Context: an optimization exercise on an open-source flow, tuned for small area. The choices shown serve that exercise and are no tape-out recipe. Function was checked by simulation only, so behaviour that the tests miss may differ from the original. The clock port is modelled as an ideal driver; clocking choices that lean on that would not hold on a real chip. Power figures rest on the tool's default switching activity, not on a simulated workload.

### flow/constraint.sdc
create_clock -name core_clock -period 5.0 [get_ports {clk}]
set_input_delay 1.0000 -clock core_clock [delete_from_list [all_inputs] [get_ports {clk}]]
set_output_delay 1.0000 -clock core_clock [all_outputs]
set_load 0.01 [all_outputs]
### flow/run.sh
#!/bin/bash
# synth_recipe.tcl (not shown) runs the flow's synth.tcl, then flattens the netlist and writes it again
# the make line also repeats each setting of config.mk as NAME=value (left out here)
make -C /OpenROAD-flow-scripts/flow DESIGN_CONFIG=/design/flow/config.mk WORK_HOME=/design/flow/orfs CLKGATE_MAP_FILE= SYNTH_SCRIPT=/design/flow/synth_recipe.tcl finish
### flow/config.mk
export PLATFORM = sky130hd
export DESIGN_NAME = operand_fetch_stage
export DESIGN_NICKNAME = operand_fetch_stage
export VERILOG_FILES = /design/flow/design.v
export SDC_FILE = /design/flow/constraint.sdc
export NUM_CORES = 4
export LEC_CHECK = 0
export CAP_MARGIN = 20
export CORE_MARGIN = 2
export CORE_UTILIZATION = 55
export CTS_BUF_LIST = sky130_fd_sc_hd__clkbuf_2 sky130_fd_sc_hd__clkbuf_4
export SLEW_MARGIN = 20
export SYNTH_HIERARCHICAL = 1
### flow/design.v
module operand_fetch_stage #(
  parameter int XLEN  = 32,
  parameter int NREGS = 32,
  parameter int AW    = 5
) (
  input  logic            clk,
  input  logic            nrst,
  input  logic            in_valid,
  output logic            in_ready,
  input  logic [AW-1:0]   rs1,
  input  logic [AW-1:0]   rs2,
  input  logic [XLEN-1:0] imm,
  input  logic            alu_src,
  input  logic [3:0]      fop_in,
  input  logic [AW-1:0]   rd_in,
  input  logic            flush,
  input  logic            wb_en,
  input  logic [AW-1:0]   wb_addr,
  input  logic [XLEN-1:0] wb_data,
  output logic            out_valid,
  input  logic            out_ready,
  output logic [XLEN-1:0] rda,
  output logic [XLEN-1:0] rdb,
  output logic [3:0]      fop,
  output logic [AW-1:0]   rd_out
);
  localparam int NR = NREGS - 1;   
  logic [XLEN*NR-1:0] mem_q;
  logic [NR:1]        vld_q;
  logic               phase_q;
  logic               out_valid_q;
  logic [XLEN-1:0]    rda_q, rdb_q;
  logic [3:0]         fop_q;
  logic [AW-1:0]      rd_q;
  logic               load;
  logic [NR:1]        we, nwe, sela_n, selb_n;
  logic [NR:1]        hita, hitb;
  logic               anya, anyb;
  logic               imm_n, ga_n, gb_n, pa, pb;
  logic [XLEN-1:0]    wcol;
  logic [XLEN-1:0]    rda_d, rdb_d;
  assign in_ready  = !out_valid_q || out_ready;
  assign load      = in_ready;
  assign out_valid = out_valid_q;
  assign rda       = rda_q;
  assign rdb       = rdb_q;
  assign fop       = fop_q;
  assign rd_out    = rd_q;
  always_comb begin
    for (int i = 1; i <= NR; i++) begin
      we[i]   = wb_en && (wb_addr == AW'(i));
      nwe[i]  = !we[i];
      hita[i] = vld_q[i] && (rs1 == AW'(i));
      hitb[i] = vld_q[i] && (rs2 == AW'(i));
    end
    anya = |hita;
    anyb = |hitb && !alu_src;
    for (int i = 1; i <= NR; i++) begin
      sela_n[i] = !(load && hita[i]);
      selb_n[i] = !(load && !alu_src && hitb[i]);
    end
    imm_n = !(load && alu_src);
    ga_n = load && !anya;
    gb_n = load && !alu_src && !anyb;
    pa = phase_q && load && anya;
    pb = phase_q && load && anyb;
  end
  assign wcol = wb_data ^ {XLEN{phase_q}};
  for (genvar i = 1; i <= NR; i++) begin : g_row
    ofs_rf_row #(.W(XLEN)) u_row (
      .clk (clk),
      .we  (we[i]),
      .nwe (nwe[i]),
      .c   (wcol),
      .q   (mem_q[XLEN*(i-1) +: XLEN])
    );
  end
  for (genvar j = 0; j < XLEN; j++) begin : g_bit
    logic [NR-1:0] da, db;
    for (genvar i = 1; i <= NR; i++) begin : g_col
      assign da[i-1] = mem_q[XLEN*(i-1) + j];
      assign db[i-1] = mem_q[XLEN*(i-1) + j];
    end
    ofs_rd_bit_a u_a (
      .d (da), .sel_n (sela_n), .hold (rda_q[j]), .load (load),
      .g_n (ga_n), .p (pa), .y (rda_d[j])
    );
    ofs_rd_bit_b u_b (
      .d (db), .sel_n (selb_n), .hold (rdb_q[j]), .load (load),
      .imm (imm[j]), .imm_n (imm_n), .g_n (gb_n), .p (pb), .y (rdb_d[j])
    );
  end
  always_ff @(posedge clk or negedge nrst) begin
    if (!nrst) begin
      vld_q   <= '0;
      phase_q <= 1'b0;
    end else begin
      vld_q   <= vld_q | we;
      phase_q <= !phase_q;
    end
  end
  always_ff @(posedge clk) begin
    rda_q <= rda_d;
    rdb_q <= rdb_d;
    if (load) begin
      fop_q <= fop_in;
      rd_q  <= rd_in;
    end
  end
  always_ff @(posedge clk or negedge nrst) begin
    if (!nrst)                     out_valid_q <= 1'b0;
    else if (flush)                out_valid_q <= 1'b0;
    else if (in_valid && in_ready) out_valid_q <= 1'b1;
    else if (out_ready)            out_valid_q <= 1'b0;
  end
endmodule
module ofs_rf_row #(
  parameter int W = 32
) (
  input  logic         clk,
  input  logic         we,
  input  logic         nwe,
  input  logic [W-1:0] c,
  output logic [W-1:0] q
);
  always_ff @(posedge clk) q <= ~((q | {W{we}}) & (c | {W{nwe}}));
endmodule
module ofs_oai22 (
  input  logic a1, a2, b1, b2,
  output logic y
);
  assign y = ~((a1 | a2) & (b1 | b2));
endmodule
module ofs_nor_xor #(
  parameter int N = 16
) (
  input  logic [N-1:0] x,
  input  logic         p,
  output logic         y
);
  assign y = ~(|x) ^ p;
endmodule
module ofs_rd_bit_a #(
  parameter int NR = 31
) (
  input  logic [NR-1:0] d,
  input  logic [NR-1:0] sel_n,
  input  logic          hold,
  input  logic          load,
  input  logic          g_n,
  input  logic          p,
  output logic          y
);
  logic [NR:0] ta, tb;
  assign ta = {hold, d};
  assign tb = {load, sel_n};
  logic [16:0] x;
  for (genvar k = 0; k < 16; k++) begin : g_o
    ofs_oai22 u (.a1(ta[2*k]), .a2(tb[2*k]), .b1(ta[2*k+1]), .b2(tb[2*k+1]), .y(x[k]));
  end
  assign x[16] = g_n;
  ofs_nor_xor #(.N(17)) u_out (.x(x), .p(p), .y(y));
endmodule
module ofs_rd_bit_b #(
  parameter int NR = 31
) (
  input  logic [NR-1:0] d,
  input  logic [NR-1:0] sel_n,
  input  logic          hold,
  input  logic          load,
  input  logic          imm,
  input  logic          imm_n,
  input  logic          g_n,
  input  logic          p,
  output logic          y
);
  logic [NR+1:0] ta, tb;
  assign ta = {hold, imm, d};
  assign tb = {load, imm_n, sel_n};
  logic [17:0] x;
  for (genvar k = 0; k < 16; k++) begin : g_o
    ofs_oai22 u (.a1(ta[2*k]), .a2(tb[2*k]), .b1(ta[2*k+1]), .b2(tb[2*k+1]), .y(x[k]));
  end
  assign x[16] = ~(ta[32] | tb[32]);
  assign x[17] = g_n;
  ofs_nor_xor #(.N(18)) u_out (.x(x), .p(p), .y(y));
endmodule
==> out/qor.txt, run 1 <==
I/O pin cnt = 170
Worst Setup Start Kind = flop
Clock root cell = clkbuf_4
# rows = 101
Hpwl dp = 123,000 um
Core Footprint = 75,700 um2
Clk buf depth = 4
Clock skew = 150 ps
First-pass GRT wire length = 275,000 um
Layout cells sized above 1 = 17.2%
Vias in the first global route = 40,700
Clock sink count = 1,098
Register area share after synthesis = 53.0%
Syn_area_per_cell = 10.1 um2
Crit path DAT = 5320 ps
WL per Instance = 33.1 um
Clk latency of the worst-skew pair = 1170 ps
P&R area growth vs syn = 18.3%
Port Buf Inserts = 169
1st-iter DRT viols = 7,374
HP Class = flop to flop
Syn nets = 4,243
Crit. End Element = flop
DRC violations left = 0
Relative slew slack = 16.3%
EDFF count, synth = 9
Mapped cell area = 41,900 um2
Pwr/cell area = 487 nW/um2
Die X-Extent = 280 um
Initial Utilization = 55.4%
Largest net degree at the start of global routing = 56
Count leader, synth = o22ai_1
GR Util All Layers = 47.3%
H-tree depth = 5
Die footprint = 78,400 um2
P_leak = 19.3 nW
Multi-input logic area = 18,200 um2
Unrepaired setup endpoints after global routing = false
FF+latch area = 22,200 um2
Fillers = 6,443
Min Hold Slack = 470 ps
Peak supply drop = 0.314 mV
Initial antenna violation count = 4
Synth top cells by count = 2,018 x o22ai_1, 1,056 x dfxtp_1, 194 x nor4_1
Kind of critical path = flop to flop
Yosys warning count = 8
FF+latch count, synth = 1,098
Syn Inst Count = 4,148
Synth area leaders = dfxtp_1 50%, o22ai_1 30%, nor4_1 2.9%
Post-route clock period utilization = 85.6%
Achievable Freq = 234 MHz
Min Clock Period, post-route = 4280 ps
Outcome = finished clean
Max Cap Violations = 0
Post-route setup TNS = 0 ps
Via count = 44,600
Synth area leader = dfxtp_1
GRT overflow = 0
Req. time, crit path = 6030 ps
Setup-failing EPs final = 0
CTS tree = yes
Final hold viol count = 0
CTS buffer count = 301
Slew @ Worst Pin = 1240 ps
Drt pass-1 iters = 7
Die Ht = 280 um
Nets = 4,771
Vias/cell = 7.64
WL final = 193,000 um
Max-slew violations = 0
Yosys cell types = 53
Ys async rst share = 3.01%
Routed Antenna Nets = 0
Clk slew on worst S/H paths = 70 ps
Main flop type after synthesis = dfxtp_1
Area fraction of the dominant cell type after synthesis = 50.4%
Cts repair resizes = 0
Crit path max fanout = 24
GPL Wtd Cong = 1.02
## registers in the layout, indices dropped and copies added (netlist names)
| register | flops |
|---|---|
| g_row.u_row.q | 992 |
| out_valid_q | 1 |
| rda_q | 32 |
| rdb_q | 32 |
| phase_q | 1 |
| fop_q | 4 |
| rd_q | 5 |
| vld_q | 31 |
## final cells by class
type | count | share of cell area (%)
Sequential cell | 1098 | 44.8
Multi-Input combinational cell | 2802 | 36.7
Timing Repair Buffer | 437 | 8.60
Clock buffer | 434 | 6.57
Tap cell | 978 | 2.47
Clock inverter | 43 | 0.547
Inverter | 36 | 0.275
Antenna cell | 5 | 0.0252
## final timing paths
| check | slack [ps] | startpoint | endpoint | depth (start not counted) |
|---|---|---|---|---|
| min in group asynchronous | 510 | nrst | vld_q[11] | 2 |
| setup / recovery | 720 | out_valid_q | rdb_q[14] | 12 |
| hold / removal | 470 | g_row[5].u_row.q[28] | g_row[5].u_row.q[28] | 1 |
| max in group asynchronous | 3800 | nrst | vld_q[18] | 2 |
| hold reg to reg | 470 | g_row[5].u_row.q[28] | g_row[5].u_row.q[28] | 1 |
| setup reg to reg | 720 | out_valid_q | rdb_q[14] | 12 |
## through the flow
stage               util, %  worst slack (ps)  area [um2]  instances  total power, mW
floorplan                 -               375       41900       4148             14.5
global placement       60.8              88.0       46000       5350             16.1
detailed placement     60.8              44.6       46000       5350             16.3
CTS                    65.5               708       49600       5828             23.9
global route           65.5               606       49600       5832             25.0
finish                 65.5               718       49600       5833             24.1
## placed cells by master, fill, tap and decap left out, types with 7 or more instances in the layout
master / Yosys / final
o22ai_1: 2018 / 2018
edfxtp_1: 9 / 9
nand2_1: 45 / 45
nand4_1: 42 / 42
nor3_1: 16 / 16
nand3_1: 84 / 83
inv_1: 35 / 35
buf_12: 0 / 45
inv_2: 0 / 7
mux2i_1: 9 / 9
nor2_1: 91 / 91
xor2_2: 0 / 32
or4_1: 32 / 32
nor4_1: 194 / 191
nor4_2: 65 / 68
nor2b_1: 10 / 10
dfxtp_1: 1056 / 1056
and3_1: 7 / 7
clkinv_1: 1 / 30
dfrtp_1: 33 / 32
buf_4: 0 / 222
nand2b_1: 36 / 36
xor2_1: 96 / 64
clkdlybuf4s50_1: 0 / 168
clkbuf_4: 0 / 434
## what timing repair did
item	in CTS	in global routing
hold buffers	1	0
buffers inserted	0	0
endpoints found under the hold margin	28	0
## Yosys stat by module, one instance, submodules excluded, excerpt
module / copies in the design / area, um2 / cells inside / flip-flops and latches
ofs_oai22: 1024 / 6.26 / 1 / 0
ofs_rd_bit_b: 32 / 3.75 / 1 / 0
operand_fetch_stage: 1 / 4540 / 474 / 106
## power by group
part	switching (mW)	total [mW]	internal (mW)
sequential	1.81	12.7	10.9
combinational	1.79	3.60	1.81
clock	3.68	7.82	4.14
## cells by family after synthesis
group	after synthesis	synth area share, %
AOI/OAI and AO/OA	2043	30.6
DFF	1098	53.0
and+or+nand+nor	648	9.73
buffers and inverters	248	4.24
xor gates and xnor gates	96	2.01
muxes	15	0.394
## metal layers
metal	vias to the layer above	GRT usage (%)	part of all wire, %
met3	686	23.9	18
met5	-	2.25	0.15
li1	18700	-	-
met4	8	17.2	3.9
met2	4055	63.2	39
met1	21200	64.4	38
## critical path, cell delays in order (launching register included)
cell	delay, ps
dfrtp_1	350
nor2b_1	380
clkinv_2	270
nand2b_1	230
nor2_1	130
buf_4	170
nand3_1	440
buf_12	280
o22ai_1	120
nor4_1	800
nand3_1	580
nor4_2	320
xor2_1	160
==> run 2, diff against run 1 <==
==> flow/flow/run.sh (new file) <==
#!/bin/bash
# Own layout flow: the standard flow (standard synthesis included) with
#  * the smallest buffer on the ports,
#  * no dummy loads in the clock tree and small clock buffers,
#  * a power-recovery (downsizing) pass on the placed design before CTS.
# Each tool's full output is kept under orfs/logs; the make run's own output
# goes to flow_make.log in the work folder.
set -euo pipefail
W=$(pwd)
F=$W/flow
bash "$W/standard.sh" \
  "BUFFER_PORTS_ARGS=-buffer_cell sky130_fd_sc_hd__buf_1" \
  "CTS_ARGS=-sink_clustering_enable -repair_clock_nets -dont_use_dummy_load -buf_list sky130_fd_sc_hd__clkbuf_16 -sink_clustering_size 25 -sink_clustering_max_diameter 100" \
  "PRE_CTS_TCL=$F/pre_cts.tcl" \
  finish > "$W/flow_make.log" 2>&1
==> flow/flow/pre_cts.tcl (new file) <==
# Downsize cells that have timing slack to spare before the clock tree is built.
estimate_parasitics -placement
repair_timing -recover_power 100
==> flow/standard.sh (new file) <==
#!/bin/bash
# synth_recipe.tcl (not shown) runs the flow's synth.tcl, then flattens the netlist and writes it again
# the make line also repeats each setting of config.mk as NAME=value (left out here)
make -C /OpenROAD-flow-scripts/flow DESIGN_CONFIG=/design/flow/config.mk WORK_HOME=/design/flow/orfs CLKGATE_MAP_FILE= SYNTH_SCRIPT=/design/flow/synth_recipe.tcl "${@:-finish}"
--- a/flow/config.mk
+++ b/flow/config.mk
@@ -10,3 +10,2 @@
 export CORE_UTILIZATION = 55
-export CTS_BUF_LIST = sky130_fd_sc_hd__clkbuf_2 sky130_fd_sc_hd__clkbuf_4
 export SLEW_MARGIN = 20
removed: flow/run.sh
==> out/qor.txt, run 2 <==
Outcome = finished clean
Setup-failing EPs final = 0 (unchanged)
Routed Antenna Nets = 0 (unchanged)
Core Footprint = 75,700 um2 (unchanged)
Crit path max fanout = 20 (-17%)
Syn_area_per_cell = 10.1 um2 (unchanged)
Die Ht = 280 um (unchanged)
Clk latency of the worst-skew pair = 670 ps (-500 ps)
CP max stage delay = 1030 ps (+230 ps)
# hold bufs at CTS = 0 (-1)
Most frequent CP cell = nor4_1
Register area share after synthesis = 53.0% (unchanged)
Top Metal Used = met5
Largest net degree at the start of global routing = 58 (+3.6%)
Req. time, crit path = 5590 ps (-440 ps)
I/O pin cnt = 170 (unchanged)
Post-route clock period utilization = 90.9% (+5.3 points)
Worst slack, placed = 223 ps (+179 ps)
Clock sink count = 1,098 (unchanged)
Yosys cell types = 53 (unchanged)
R2R Path End = rdb_q[24]
Crit. End Element = flop
Most frequent cells in the layout = 2,018 x o22ai_1, 1,056 x dfxtp_1, 233 x nor4_1
Most common cell after layout, fill and taps aside = o22ai_1
First-pass GRT wire length = 265,000 um (-3.8%)
Achievable Freq = 220 MHz (-5.8%)
Flop2flop setup slack = 570 ps (-150 ps)
Post-route setup TNS = 0 ps (unchanged)
CTS tree = yes
Met3 WL = 31,500 um (-10%)
FF+latch count, synth = 1,098 (unchanged)
WL final = 185,000 um (-4.1%)
GPL Wtd Cong = 1.03 (+1.2%)
CP cell instances = clkbuf_1, nor2_1, nand3_1, clkbuf_2, buf_4, o22ai_1, nor4_1, nand4_1, nor4_1, xor2_1
Fillers = 6,674 (+3.6%)
Yosys warning count = 8 (unchanged)
Die X-Extent = 280 um (unchanged)
Initial antenna violation count = 3 (-1)
Vias/cell = 7.82 (+2.4%)
Kind of critical path = primary input to flop
Hpwl dp = 121,000 um (-1.3%)
Worst Setup Start Kind = primary input
Max-slew violations = 0 (unchanged)
Peak supply drop = 0.336 mV (+7.0%)
Min Clock Period, post-route = 4550 ps (+265 ps)
Main flop type after synthesis = dfxtp_1
Crit path max-delay cell type = nor4_1
Setup ws final = 453 ps (-265 ps)
Area fraction of the dominant cell type after synthesis = 50.4% (unchanged)
Reg-to-Reg Start = out_valid_q
Unrepaired setup endpoints after global routing = false
CTS buffer count = 49 (-84%)
Cts repair resizes = 0 (unchanged)
Max Cap Violations = 0 (unchanged)
Final hold viol count = 0 (unchanged)
Clock skew = 56.1 ps (-93.8 ps)
Mapped cell area = 41,900 um2 (unchanged)
Crit path buffers/inverters = 3 (unchanged)
HP Class = primary input to asynchronous set/reset pin
Port Buf Inserts = 169 (unchanged)
Via count = 42,300 (-5.1%)
DRC violations left = 0 (unchanged)
Synth area leaders = dfxtp_1 50%, o22ai_1 30%, nor4_1 2.9%
1st-iter DRT viols = 6,528 (-11%)
Relative slew slack = 12.0% (-4.4 points)
Nets = 4,522 (-5.2%)
Crit-path leading delay family = simple AND/OR/NAND/NOR gates
Pwr/cell area = 448 nW/um2 (-8.0%)
Syn Inst Count = 4,148 (unchanged)
Crit path DAT = 5140 ps (-180 ps)
Ys async rst share = 3.01% (unchanged)
Top reg by flops = g_row.u_row.q
Wl on met1 = 72,600 um (-1.9%)
Util after Layout = 60.6% (-4.9 points)
GRT overflow = 0 (unchanged)
Vias in the first global route = 38,100 (-6.5%)
Syn nets = 4,243 (unchanged)
Clk slew on worst S/H paths = 100 ps (+30 ps)
Slew @ Worst Pin = 1310 ps (+65.0 ps)
Die footprint = 78,400 um2 (unchanged)
Synth area leader = dfxtp_1
Synth top cells by count = 2,018 x o22ai_1, 1,056 x dfxtp_1, 194 x nor4_1
Largest regs = g_row.u_row.q (992), rda_q (32), rdb_q (32)
Drt pass-1 iters = 8 (+1)
# rows = 101 (unchanged)
Initial Utilization = 55.4% (unchanged)
Max FFs per register = 992 (unchanged)
P&R area growth vs syn = 9.44%
EDFF count, synth = 9 (unchanged)
P_leak = 17.3 nW (-11%)
Count leader, synth = o22ai_1
GR Util All Layers = 45.1% (-2.2 points)
WL per Instance = 34.2 um (+3.5%)
Met2 Wirelength = 74,300 um (-2.2%)
Layout cells sized above 1 = 8.75% (-8.4 points)
Reg2reg path depth = 12 (unchanged)
Setup Fix Bufs, Post-CTS = 0 (unchanged)
==> run 2: cell counts after synthesis <==
Identical to the previous run, type by type.
==> run 2: power breakdown <==
part | total, mW | switching, mW | leakage (nW) | internal (mW)
sequential | 12.7 | 1.82 | 9.52 | 10.9
clock | 4.56 | 2.81 | 0.604 | 1.76
combinational | 3.27 | 1.73 | 7.13 | 1.54
==> run 2: cell type report <==
type | instances | area (um2) | area share [%]
flip-flops and latches | 1098 | 22200 | 48.5
clock buffers | 49 | 1230 | 2.67
well taps | 978 | 1220 | 2.67
repair buffers | 440 | 3110 | 6.78
inverters | 36 | 136 | 0.297
multi-input cells | 2802 | 17900 | 39.1
diodes | 2 | 5.00 | 0.0109
==> run 2: kinds of logic (layout without fill, tap and decap cells) <==
logic type / count (synthesis) / count (layout) / synth area share [%]
AO/OA/AOI/OAI: 2043 / 2043 / 30.6
flip-flops: 1098 / 1098 / 53.0
XOR/XNOR: 96 / 96 / 2.01
buffers and inverters: 248 / 525 / 4.24
AND/OR/NAND/NOR: 648 / 648 / 9.73
other: 0 / 2 / 0
multiplexers: 15 / 15 / 0.394
==> run 2: how the worst max path moves through the flow <==
| stage | startpoint | to | slack (ps) | cells past startpoint |
|---|---|---|---|---|
| global route | out_ready | rdb_q[24] | 390 | 13 |
| detailed placement | rs1[1] | rda_q[31] | 220 | 9 |
| global placement | rs1[1] | rda_q[11] | 150 | 9 |
| finish | rs1[1] | rda_q[19] | 450 | 10 |
| CTS | rs1[1] | rda_q[31] | 780 | 9 |
| floorplan | rs1[1] | rda_q[0] | 380 | 6 |
==> run 2: through the flow <==
step | instances | hold WS, ps | total power, mW | area (um2)
after detailed placement | 5325 | 461 | 16.0 | 44500
after CTS | 5374 | 474 | 20.3 | 45200
after global placement | 5324 | 453 | 15.8 | 44500
final | 5405 | 329 | 20.6 | 45900
after floorplan | 4148 | 441 | 14.5 | 41900
after global routing | 5403 | 348 | 21.3 | 45900
==> run 2: worst reg2reg max path, cell delays in order (launching register included) <==
cell and delay, ps:
dfrtp_1 360, nor2b_1 120, buf_4 200, clkinvlp_2 260
nand2b_1 230, nor2_1 200, nand3_1 380, clkbuf_2 650
o22ai_1 210, nor4_1 910, nand3_1 350, nor4_1 350
xor2_1 190
==> run 2: routing by layer <==
layer / vias to the layer above / track usage (%)
met2: 3536 / 63.2
met4: 6 / 10.7
met1: 20300 / 62.4
met3: 541 / 21.2
met5: - / 1.31
li1: 17900 / -
==> run 2: modules after synthesis (local to each module, per instance), excerpt <==
| module | area (um2) | copies in the design | cells |
|---|---|---|---|
| ofs_oai22 | 6.26 | 1024 | 1 |
| operand_fetch_stage | 4540 | 1 | 474 |
| ofs_rd_bit_b | 3.75 | 32 | 1 |
==> run 3, diff against run 2 <==
--- a/flow/design.v
+++ b/flow/design.v
@@ -35,6 +35,6 @@
   logic               load;
-  logic [NR:1]        we, nwe, sela_n, selb_n;
+  logic [NR:1]        we, nwe, sela, selb;
   logic [NR:1]        hita, hitb;
   logic               anya, anyb;
-  logic               imm_n, ga_n, gb_n, pa, pb;
+  logic               seli, holdq, pa, pb;
   logic [XLEN-1:0]    wcol;
@@ -58,8 +58,7 @@
     for (int i = 1; i <= NR; i++) begin
-      sela_n[i] = !(load && hita[i]);
-      selb_n[i] = !(load && !alu_src && hitb[i]);
+      sela[i] = load && hita[i];
+      selb[i] = load && !alu_src && hitb[i];
     end
-    imm_n = !(load && alu_src);
-    ga_n = load && !anya;
-    gb_n = load && !alu_src && !anyb;
+    seli  = load && alu_src;
+    holdq = !load;
     pa = phase_q && load && anya;
@@ -84,8 +83,8 @@
     ofs_rd_bit_a u_a (
-      .d (da), .sel_n (sela_n), .hold (rda_q[j]), .load (load),
-      .g_n (ga_n), .p (pa), .y (rda_d[j])
+      .d (da), .sel (sela), .hold (rda_q[j]), .hsel (holdq),
+      .p (pa), .y (rda_d[j])
     );
     ofs_rd_bit_b u_b (
-      .d (db), .sel_n (selb_n), .hold (rdb_q[j]), .load (load),
-      .imm (imm[j]), .imm_n (imm_n), .g_n (gb_n), .p (pb), .y (rdb_d[j])
+      .d (db), .sel (selb), .hold (rdb_q[j]), .hsel (holdq),
+      .imm (imm[j]), .isel (seli), .p (pb), .y (rdb_d[j])
     );
@@ -127,12 +126,13 @@
 endmodule
-module ofs_oai22 (
-  input  logic a1, a2, b1, b2,
+module ofs_aoi222 (
+  input  logic a1, a2, b1, b2, c1, c2,
   output logic y
 );
-  assign y = ~((a1 | a2) & (b1 | b2));
+  assign y = ~(a1 & a2 | b1 & b2 | c1 & c2);
 endmodule
-module ofs_nor_xor #(
-  parameter int N = 16
+module ofs_comb_a #(
+  parameter int N = 10
 ) (
-  input  logic [N-1:0] x,
+  input  logic [N-1:0] t,
+  input  logic         a1, a2, b1, b2,
   input  logic         p,
@@ -140,3 +140,12 @@
 );
-  assign y = ~(|x) ^ p;
+  assign y = ~(&t & ~(a1 & a2 | b1 & b2)) ^ p;
+endmodule
+module ofs_comb_b #(
+  parameter int N = 11
+) (
+  input  logic [N-1:0] t,
+  input  logic         p,
+  output logic         y
+);
+  assign y = ~(&t) ^ p;
 endmodule
@@ -146,6 +155,5 @@
   input  logic [NR-1:0] d,
-  input  logic [NR-1:0] sel_n,
+  input  logic [NR-1:0] sel,
   input  logic          hold,
-  input  logic          load,
-  input  logic          g_n,
+  input  logic          hsel,
   input  logic          p,
@@ -155,9 +163,13 @@
   assign ta = {hold, d};
-  assign tb = {load, sel_n};
-  logic [16:0] x;
-  for (genvar k = 0; k < 16; k++) begin : g_o
-    ofs_oai22 u (.a1(ta[2*k]), .a2(tb[2*k]), .b1(ta[2*k+1]), .b2(tb[2*k+1]), .y(x[k]));
+  assign tb = {hsel, sel};
+  logic [9:0] t;
+  for (genvar k = 0; k < 10; k++) begin : g_o
+    ofs_aoi222 u (
+      .a1(ta[3*k]), .a2(tb[3*k]), .b1(ta[3*k+1]), .b2(tb[3*k+1]),
+      .c1(ta[3*k+2]), .c2(tb[3*k+2]), .y(t[k])
+    );
   end
-  assign x[16] = g_n;
-  ofs_nor_xor #(.N(17)) u_out (.x(x), .p(p), .y(y));
+  ofs_comb_a #(.N(10)) u_out (
+    .t(t), .a1(ta[30]), .a2(tb[30]), .b1(ta[31]), .b2(tb[31]), .p(p), .y(y)
+  );
 endmodule
@@ -167,8 +179,7 @@
   input  logic [NR-1:0] d,
-  input  logic [NR-1:0] sel_n,
+  input  logic [NR-1:0] sel,
   input  logic          hold,
-  input  logic          load,
+  input  logic          hsel,
   input  logic          imm,
-  input  logic          imm_n,
-  input  logic          g_n,
+  input  logic          isel,
   input  logic          p,
@@ -178,10 +189,11 @@
   assign ta = {hold, imm, d};
-  assign tb = {load, imm_n, sel_n};
-  logic [17:0] x;
-  for (genvar k = 0; k < 16; k++) begin : g_o
-    ofs_oai22 u (.a1(ta[2*k]), .a2(tb[2*k]), .b1(ta[2*k+1]), .b2(tb[2*k+1]), .y(x[k]));
+  assign tb = {hsel, isel, sel};
+  logic [10:0] t;
+  for (genvar k = 0; k < 11; k++) begin : g_o
+    ofs_aoi222 u (
+      .a1(ta[3*k]), .a2(tb[3*k]), .b1(ta[3*k+1]), .b2(tb[3*k+1]),
+      .c1(ta[3*k+2]), .c2(tb[3*k+2]), .y(t[k])
+    );
   end
-  assign x[16] = ~(ta[32] | tb[32]);
-  assign x[17] = g_n;
-  ofs_nor_xor #(.N(18)) u_out (.x(x), .p(p), .y(y));
+  ofs_comb_b #(.N(11)) u_out (.t(t), .p(p), .y(y));
 endmodule
==> out/qor.txt, run 3 <==
Outcome = finished clean
Max Cap Violations = 0 (unchanged)
Synth top cells by count = 1,056 x dfxtp_1, 993 x o22ai_1, 672 x a222oi_1
# rows = 100 (-0.99%)
Yosys warning count = 8 (unchanged)
1st-iter DRT viols = 11,400 (+75%)
Final hold viol count = 0 (unchanged)
Largest net degree at the start of global routing = 48 (-17%)
DRC violations left = 0 (unchanged)
Synth area leader = dfxtp_1
Crit path buffers/inverters = 3 (unchanged)
Layout cells sized above 1 = 8.29% (-0.46 points)
Setup-failing EPs final = 0 (unchanged)
Core Footprint = 74,600 um2 (-1.5%)
Slew @ Worst Pin = 1280 ps (-29.8 ps)
Port Buf Inserts = 169 (unchanged)
WL per Instance = 39.3 um (+15%)
Ys async rst share = 3.01% (unchanged)
Die Ht = 279 um (-0.49%)
Clock sink count = 1,098 (unchanged)
Crit-path leading delay family = simple AND/OR/NAND/NOR gates
FF+latch count, synth = 1,098 (unchanged)
Yosys cell types = 57 (+7.5%)
Largest regs = g_row.u_row.q (992), rda_q (32), rdb_q (32)
Via count = 42,500 (+0.43%)
Crit path max-delay cell type = clkbuf_1
CP max stage delay = 630 ps (-400 ps)
Crit. End Element = flop
Peak supply drop = 0.345 mV (+2.7%)
Die footprint = 77,700 um2 (-0.97%)
Post-route setup TNS = 0 ps (unchanged)
Routed Antenna Nets = 0 (unchanged)
Placed cells = 4,779 (-10%)
GR Util All Layers = 46.6% (+1.5 points)
Post-route cell area = 45,100 um2 (-1.7%)
Top reg by flops = g_row.u_row.q
CTS buffer count = 50 (+2.0%)
Cts repair resizes = 0 (unchanged)
Kind of critical path = primary input to flop
Setup Fix Bufs, Post-CTS = 0 (unchanged)
Vias/cell = 8.73 (+12%)
Vias in the first global route = 38,000 (-0.19%)
WL final = 191,000 um (+3.4%)
Initial antenna violation count = 11 (+8)
Synth area leaders = dfxtp_1 51%, a222oi_1 16%, o22ai_1 15%
Clk slew on worst S/H paths = 100 ps (about the same)
Hpwl dp = 125,000 um (+3.3%)
Clock skew = 49.2 ps (-6.91 ps)
Syn_area_per_cell = 11.3 um2 (+12%)
GRT overflow = 0 (unchanged)
Area fraction of the dominant cell type after synthesis = 50.9% (+0.50 points)
Post-route clock period utilization = 88.9% (-2.0 points)
Nets = 3,983 (-12%)
Worst Setup Start Kind = primary input
Relative slew slack = 14.8% (+2.8 points)
Most common cell after layout, fill and taps aside = dfxtp_1
Unrepaired setup endpoints after global routing = false
Main flop type after synthesis = dfxtp_1
Max-slew violations = 0 (unchanged)
Layout Cells excl Fill = 4,864 (-10%)
Clk latency of the worst-skew pair = 640 ps (-30 ps)
Crit path max fanout = 17 (-15%)
Overall Power = 20.2 mW (-1.7%)
CTS tree = yes
GPL Wtd Cong = 1.03 (+0.29%)
Syn nets = 3,753 (-12%)
Initial Utilization = 55.7% (+0.28 points)
Mapped cell area = 41,500 um2 (-0.98%)
Achievable Freq = 225 MHz (+2.3%)
EDFF count, synth = 9 (unchanged)
Crit path DAT = 4960 ps (-180 ps)
P_leak = 16.3 nW (-5.8%)
Drt pass-1 iters = 14 (+6)
Min Clock Period, post-route = 4440 ps (-102 ps)
CP cell instances = clkbuf_1, inv_1, and3_1, and3_1, clkbuf_1, a222oi_1, nand4_1, nor4_1, xnor2_1
Pwr/cell area = 448 nW/um2 (about the same)
Register area share after synthesis = 53.6% (+0.53 points)
# hold bufs at CTS = 0 (unchanged)
Die X-Extent = 279 um (-0.49%)
Req. time, crit path = 5520 ps (-70 ps)
Count leader, synth = dfxtp_1
Placement Cell Area = 43,600 um2 (-2.1%)
Most frequent cells in the layout = 1,056 x dfxtp_1, 993 x o22ai_1, 672 x a222oi_1
P&R area growth vs syn = 8.68%
Syn Inst Count = 3,658 (-12%)
I/O pin cnt = 170 (unchanged)
First-pass GRT wire length = 272,000 um (+2.9%)
Max FFs per register = 992 (unchanged)
HP Class = primary input to asynchronous set/reset pin
## run 3: cell types whose count changed in the layout (fill, tap and decap cells not counted), moves of 64 or more
cell      change
a222oi_1    +672
nand4_1      +91
nor2_1       -73
nor4_1      -208
o22ai_1    -1025
xnor2_1      +64
xor2_1       -64
## run 3: worst paths after layout
kind	to	start	slack [ps]	cells after the start
max	rda_q[11]	rs1[4]	560	9
min	vld_q[22]	nrst	240	1
max reg2reg	rdb_q[31]	out_valid_q	740	9
min reg2reg	g_row[24].u_row.q[31]	g_row[24].u_row.q[31]	480	1
max in group asynchronous	vld_q[27]	nrst	4270	2
min in group core_clock	g_row[24].u_row.q[31]	g_row[24].u_row.q[31]	480	1
## run 3: power breakdown
group          switching [mW]  internal [mW]
logic                    1.46           1.27
registers                1.98           10.9
clock network            2.80           1.79
## run 3: cell families (layout without fill, tap and decap cells)
| group | count (synthesis) | count (layout) | share of synthesized area, % |
|---|---|---|---|
| XOR/XNOR | 96 | 96 | 2.03 |
| other | 0 | 9 | 0 |
| multiplexers | 18 | 18 | 0.497 |
| buffers and inverters | 246 | 474 | 4.25 |
| flip-flops | 1098 | 1098 | 53.6 |
| AND/OR/NAND/NOR | 473 | 473 | 7.28 |
| AO/OA/AOI/OAI | 1727 | 1727 | 32.4 |
## run 3: cell type report
cell class / instances / area (um2)
Antenna cell: 9 / 22.5
Inverter: 37 / 139
Clock buffer: 50 / 1250
Tap cell: 969 / 1210
Multi-Input combinational cell: 2314 / 17500
Fill cell: 6179 / 29500
Timing Repair Buffer: 387 / 2750
Sequential cell: 1098 / 22200
## run 3: per-module statistics from Yosys, one instance, submodules excluded, a selection
module	flops+latches	area, um2	copies in the design	cells
ofs_aoi222	0	10.0	672	1
operand_fetch_stage	106	4560	1	464
## run 3: metrics by stage
step	hold slack [ps]	setup WS, ps	util, %
after detailed placement	460	517	58.4
after floorplan	443	250	-
after CTS	476	925	59.5
after global placement	450	379	58.4
after global routing	249	538	60.5
final	238	555	60.5
## run 3: worst reg2reg max path, stage by stage, from the launching register on
cell and delay (ps):
dfrtp_1 390, nand2b_1 210, nand2b_1 220, nor3_1 850, and3_1 1090, buf_4 440
a222oi_1 160, nand4_1 450, nor3_1 150, xnor2_1 160
## run 3: metal layers
layer	wire length, um	track usage, %	vias to the layer above
met5	110	0	-
met4	8020	12.6	14
met3	38100	22.6	673
met2	75600	64.7	4372
met1	69600	64.2	20700
li1	-	-	16700
==> run 4, diff against run 3 <==
==> flow/flow/run.sh (replaced) <==
#!/bin/bash
# Own layout flow: the standard flow (standard synthesis included) with
#  * a power-recovery pass on the placed design before CTS,
#  * the smallest buffer on the ports,
#  * no dummy loads in the clock tree and larger clock-buffer clusters,
#  * ORFS's power recovery (downsizing) at global route, followed by a
#    slew/capacitance and timing repair on global-route parasitics.
# Each tool's full output is kept under orfs/logs; the make run's own output
# goes to flow_make.log in the work folder.
set -euo pipefail
W=$(pwd)
F=$W/flow
bash "$W/standard.sh" \
  RECOVER_POWER=100 \
  "PRE_CTS_TCL=$F/pre_cts.tcl" \
  "POST_GLOBAL_ROUTE_TCL=$F/post_grt.tcl" \
  "BUFFER_PORTS_ARGS=-buffer_cell sky130_fd_sc_hd__buf_1" \
  "CTS_ARGS=-sink_clustering_enable -repair_clock_nets -dont_use_dummy_load -buf_list sky130_fd_sc_hd__clkbuf_16 -sink_clustering_size 25 -sink_clustering_max_diameter 100" \
  finish > "$W/flow_make.log" 2>&1
==> flow/flow/post_grt.tcl (new file) <==
# After ORFS's power recovery at global route: repair slew and capacitance
# again on global-route parasitics (recovery downsizes drivers without
# regard to them), then setup and hold, re-routing the changed nets.
global_route -start_incremental
repair_design -slew_margin 20 -cap_margin 20
detailed_placement
global_route -end_incremental
estimate_parasitics -global_routing
repair_timing -setup -hold -setup_margin 0 -hold_margin 0
global_route -start_incremental
detailed_placement
global_route -end_incremental
estimate_parasitics -global_routing
puts "post_grt: slew violations [sta::max_slew_violation_count], cap violations [sta::max_capacitance_violation_count]"
report_worst_slack -max
report_worst_slack -min
==> out/qor.txt, run 4 <==
Simple-Gate Fraction of Synth Area = 7.28% (unchanged)
Pwr/cell area = 448 nW/um2 (about the same)
GPL Wtd Cong = 1.03 (unchanged)
Max FFs per register = 992 (unchanged)
# rows = 100 (unchanged)
Post-route setup TNS = 0 ps (unchanged)
Crit path DAT = 5320 ps (+360 ps)
GRT overflow = 0 (unchanged)
Achievable Freq = 208 MHz (-7.5%)
Synth top cells by count = 1,056 x dfxtp_1, 993 x o22ai_1, 672 x a222oi_1
Most frequent CP cell = and3_1
Worst Setup Start Kind = primary input
Syn Inst Count = 3,658 (unchanged)
Port Buf Inserts = 169 (unchanged)
First-pass GRT wire length = 272,000 um (unchanged)
CP max stage delay = 1190 ps (+560 ps)
Nets = 3,999 (+0.40%)
Synth Area in XOR/XNOR = 2.03% (unchanged)
CTS tree = yes
Initial antenna violation count = 12 (+1)
Compound-Gate Fraction of Synth Area = 32.4% (unchanged)
Met1 Use GR = 64.2% (unchanged)
Post-route clock period utilization = 96.2% (+7.3 points)
GR Util met2 = 64.7% (unchanged)
Crit path max-delay cell type = a222oi_1
Slew @ Worst Pin = 1250 ps (-32.8 ps)
FF+latch count, synth = 1,098 (unchanged)
Initial Utilization = 55.7% (unchanged)
Ys async rst share = 3.01% (unchanged)
I/O pin cnt = 170 (unchanged)
DRC violations left = 0 (unchanged)
Largest family of logic cells by synthesized area = compound AO/OA/AOI/OAI gates
Max Cap Violations = 0 (unchanged)
Syn_area_per_cell = 11.3 um2 (unchanged)
Register area share after synthesis = 53.6% (unchanged)
Post-Synth Adder-Cell Area = 0% (unchanged)
Vias in the first global route = 38,000 (unchanged)
Min Clock Period, post-route = 4810 ps (+363 ps)
Yosys warning count = 8 (unchanged)
Most common cell after layout, fill and taps aside = dfxtp_1
Yosys cell types = 57 (unchanged)
Top reg by flops = g_row.u_row.q
Routed Antenna Nets = 0 (unchanged)
Clock sink count = 1,098 (unchanged)
Mapped cell area = 41,500 um2 (unchanged)
Layout Cells excl Fill = 4,880 (+0.33%)
CP cell instances = buf_1, nand2b_1, inv_1, nor2_1, and3_1, and3_1, clkbuf_2, a222oi_1, nand4_1, nor3_1, xnor2_1
Synth area leader = dfxtp_1
Drt pass-1 iters = 17 (+3)
Die footprint = 77,700 um2 (unchanged)
Most frequent cells in the layout = 1,056 x dfxtp_1, 993 x o22ai_1, 672 x a222oi_1
Final hold viol count = 0 (unchanged)
Vias/cell = 8.76 (+0.34%)
Area fraction of the dominant cell type after synthesis = 50.9% (unchanged)
1st-iter DRT viols = 11,600 (+1.7%)
GR Util All Layers = 46.6% (unchanged)
Setup-failing EPs final = 0 (unchanged)
CTS buffer count = 50 (unchanged)
Via count = 42,800 (+0.67%)
Mux contribution to synthesized area = 0.497% (unchanged)
Syn nets = 3,753 (unchanged)
Relative slew slack = 16.9% (+2.2 points)
Hpwl dp = 125,000 um (unchanged)
Setup Fix Bufs, Post-CTS = 0 (unchanged)
Outcome = finished clean
Main flop type after synthesis = dfxtp_1
Crit path max fanout = 32 (+15)
Largest regs = g_row.u_row.q (992), rda_q (32), rdb_q (32)
HP Class = primary input to asynchronous set/reset pin
Clk latency of the worst-skew pair = 630 ps (about the same)
Die Ht = 279 um (unchanged)
WL final = 192,000 um (+0.20%)
Count leader, synth = dfxtp_1
Req. time, crit path = 5510 ps (about the same)
Largest net degree at the start of global routing = 48 (unchanged)
Crit. End Element = flop
Die X-Extent = 279 um (unchanged)
Cts repair resizes = 0 (unchanged)
Layout cells sized above 1 = 7.66% (-0.62 points)
Global Route met3 Usage = 22.6% (unchanged)
Grt peak-use layer = met2
Clock skew = 48.0 ps (-1.22 ps)
Placed cells = 4,779 (unchanged)
# hold bufs at CTS = 0 (unchanged)
EDFF count, synth = 9 (unchanged)
Max-slew violations = 0 (unchanged)
Synth area leaders = dfxtp_1 51%, a222oi_1 16%, o22ai_1 15%
Peak supply drop = 0.351 mV (+1.7%)
P_leak = 16.2 nW (-0.20%)
P&R area growth vs syn = 8.64% (about the same)
WL per Instance = 39.3 um (-0.13%)
Clk slew on worst S/H paths = 100 ps (about the same)
Kind of critical path = primary input to flop
Core Footprint = 74,600 um2 (unchanged)
==> run 4: cell count changes in the layout (fill, tap and decap cells not counted) <==
cell | previous run | this run
buf_4 | 136 | 98
clkbuf_1 | 14 | 41
clkbuf_2 | 37 | 60
nor3_2 | 7 | 0
nor4_2 | 9 | 3
buf_12 | 12 | 19
nor4_1 | 25 | 31
buf_1 | 163 | 162
buf_2 | 2 | 0
nor3_1 | 32 | 39
==> run 4: cell families (layout without fill, tap and decap cells) <==
logic type                count (synthesis)  count (layout)
other                                     0               9
AOI/OAI and AO/OA                      1727            1727
xor gates and xnor gates                 96              96
buffers and inverters                   246             490
DFF                                    1098            1098
and+or+nand+nor                         473             473
muxes                                    18              18
==> run 4: path summary, 6_finish.rpt <==
path / cells past startpoint / slack, ps / to / start
max: 11 / 190 / rdb_q[12] / out_ready
min: 1 / 340 / vld_q[22] / nrst
max reg2reg: 10 / 330 / rdb_q[12] / out_valid_q
min reg2reg: 1 / 480 / g_row[13].u_row.q[1] / g_row[13].u_row.q[1]
max in group asynchronous: 2 / 3440 / vld_q[27] / nrst
min in group core_clock: 1 / 480 / g_row[13].u_row.q[1] / g_row[13].u_row.q[1]
==> run 4: critical path, delay by kind of cell <==
family / cells / cell delay [ps]
xor+xnor: 1 / 110
buf+inv: 3 / 1380
simple gates: 6 / 1570
compound gates: 1 / 1190
==> run 4: power by group <==
part	internal [mW]	switching, mW
logic	1.26	1.46
registers	10.9	1.98
clock network	1.79	2.80
total	14.0	6.24
==> run 4: per-module statistics from Yosys, one instance, submodules excluded, a selection <==
module,cell area [um2],flip-flops and latches,cells inside
ofs_aoi222,10.0,0,1
operand_fetch_stage,4560,106,464
==> run 4: through the flow <==
stage	hold slack, ps	util (%)	setup WS, ps	cell area (um2)	power [mW]
2_1_floorplan	443	-	250	41500	14.2
3_3_place_gp	450	58.4	379	43600	15.3
3_5_place_dp	460	58.4	517	43600	15.6
4_1_cts	476	59.5	925	44400	19.9
6_report	343	60.5	192	45100	20.2
==> run 4: layer usage <==
layer	vias to the layer above	share of wire, %
li1	16700	-
met1	20900	36
met2	4397	39
met3	699	20
met4	12	4.3
met5	-	0.038
==> run 4: area by class of cell <==
cell class | instances | area [um2]
Fill cell | 6219 | 29500
Tap cell | 969 | 1210
Antenna cell | 9 | 22.5
Sequential cell | 1098 | 22200
Multi-Input combinational cell | 2314 | 17400
Clock buffer | 50 | 1250
Inverter | 37 | 139
Timing Repair Buffer | 403 | 2810

## separate check: timing with driven ports
No port has a modelled driver above. Below, the same layouts with a new extraction and two added sets of constraints.
Step 1 sets driving cells, clkbuf_16 on the clock port and buf_2 on the other inputs (assumed; they add their load-dependent delay and slew).
Step 2 also shifts input and output timing later by t, the mid clock arrival at the registers, as if the neighbouring blocks saw the same clock.
Slacks: ideal ports / drivers / drivers and shift; pairs: ideal ports / drivers.
| run | t (ns) | setup slack, ns | worst setup path at the end |
|---|---|---|---|
| run 1 | 1.158 | 0.718 / 0.685 / -0.378 | input to register |
| run 2 | 0.714 | 0.453 / 0.461 / -0.253 | input to register |
| run 3 | 0.702 | 0.555 / 0.600 / -0.102 | input to register |
| run 4 | 0.699 | 0.192 / 0.237 / -0.462 | input to register |
With both steps, setup timing fails in every run listed, where it was met with ideal ports. For run 1, which loses most, drivers alone change the setup slack by -0.033 ns; drivers and shift together by -1.096 ns.
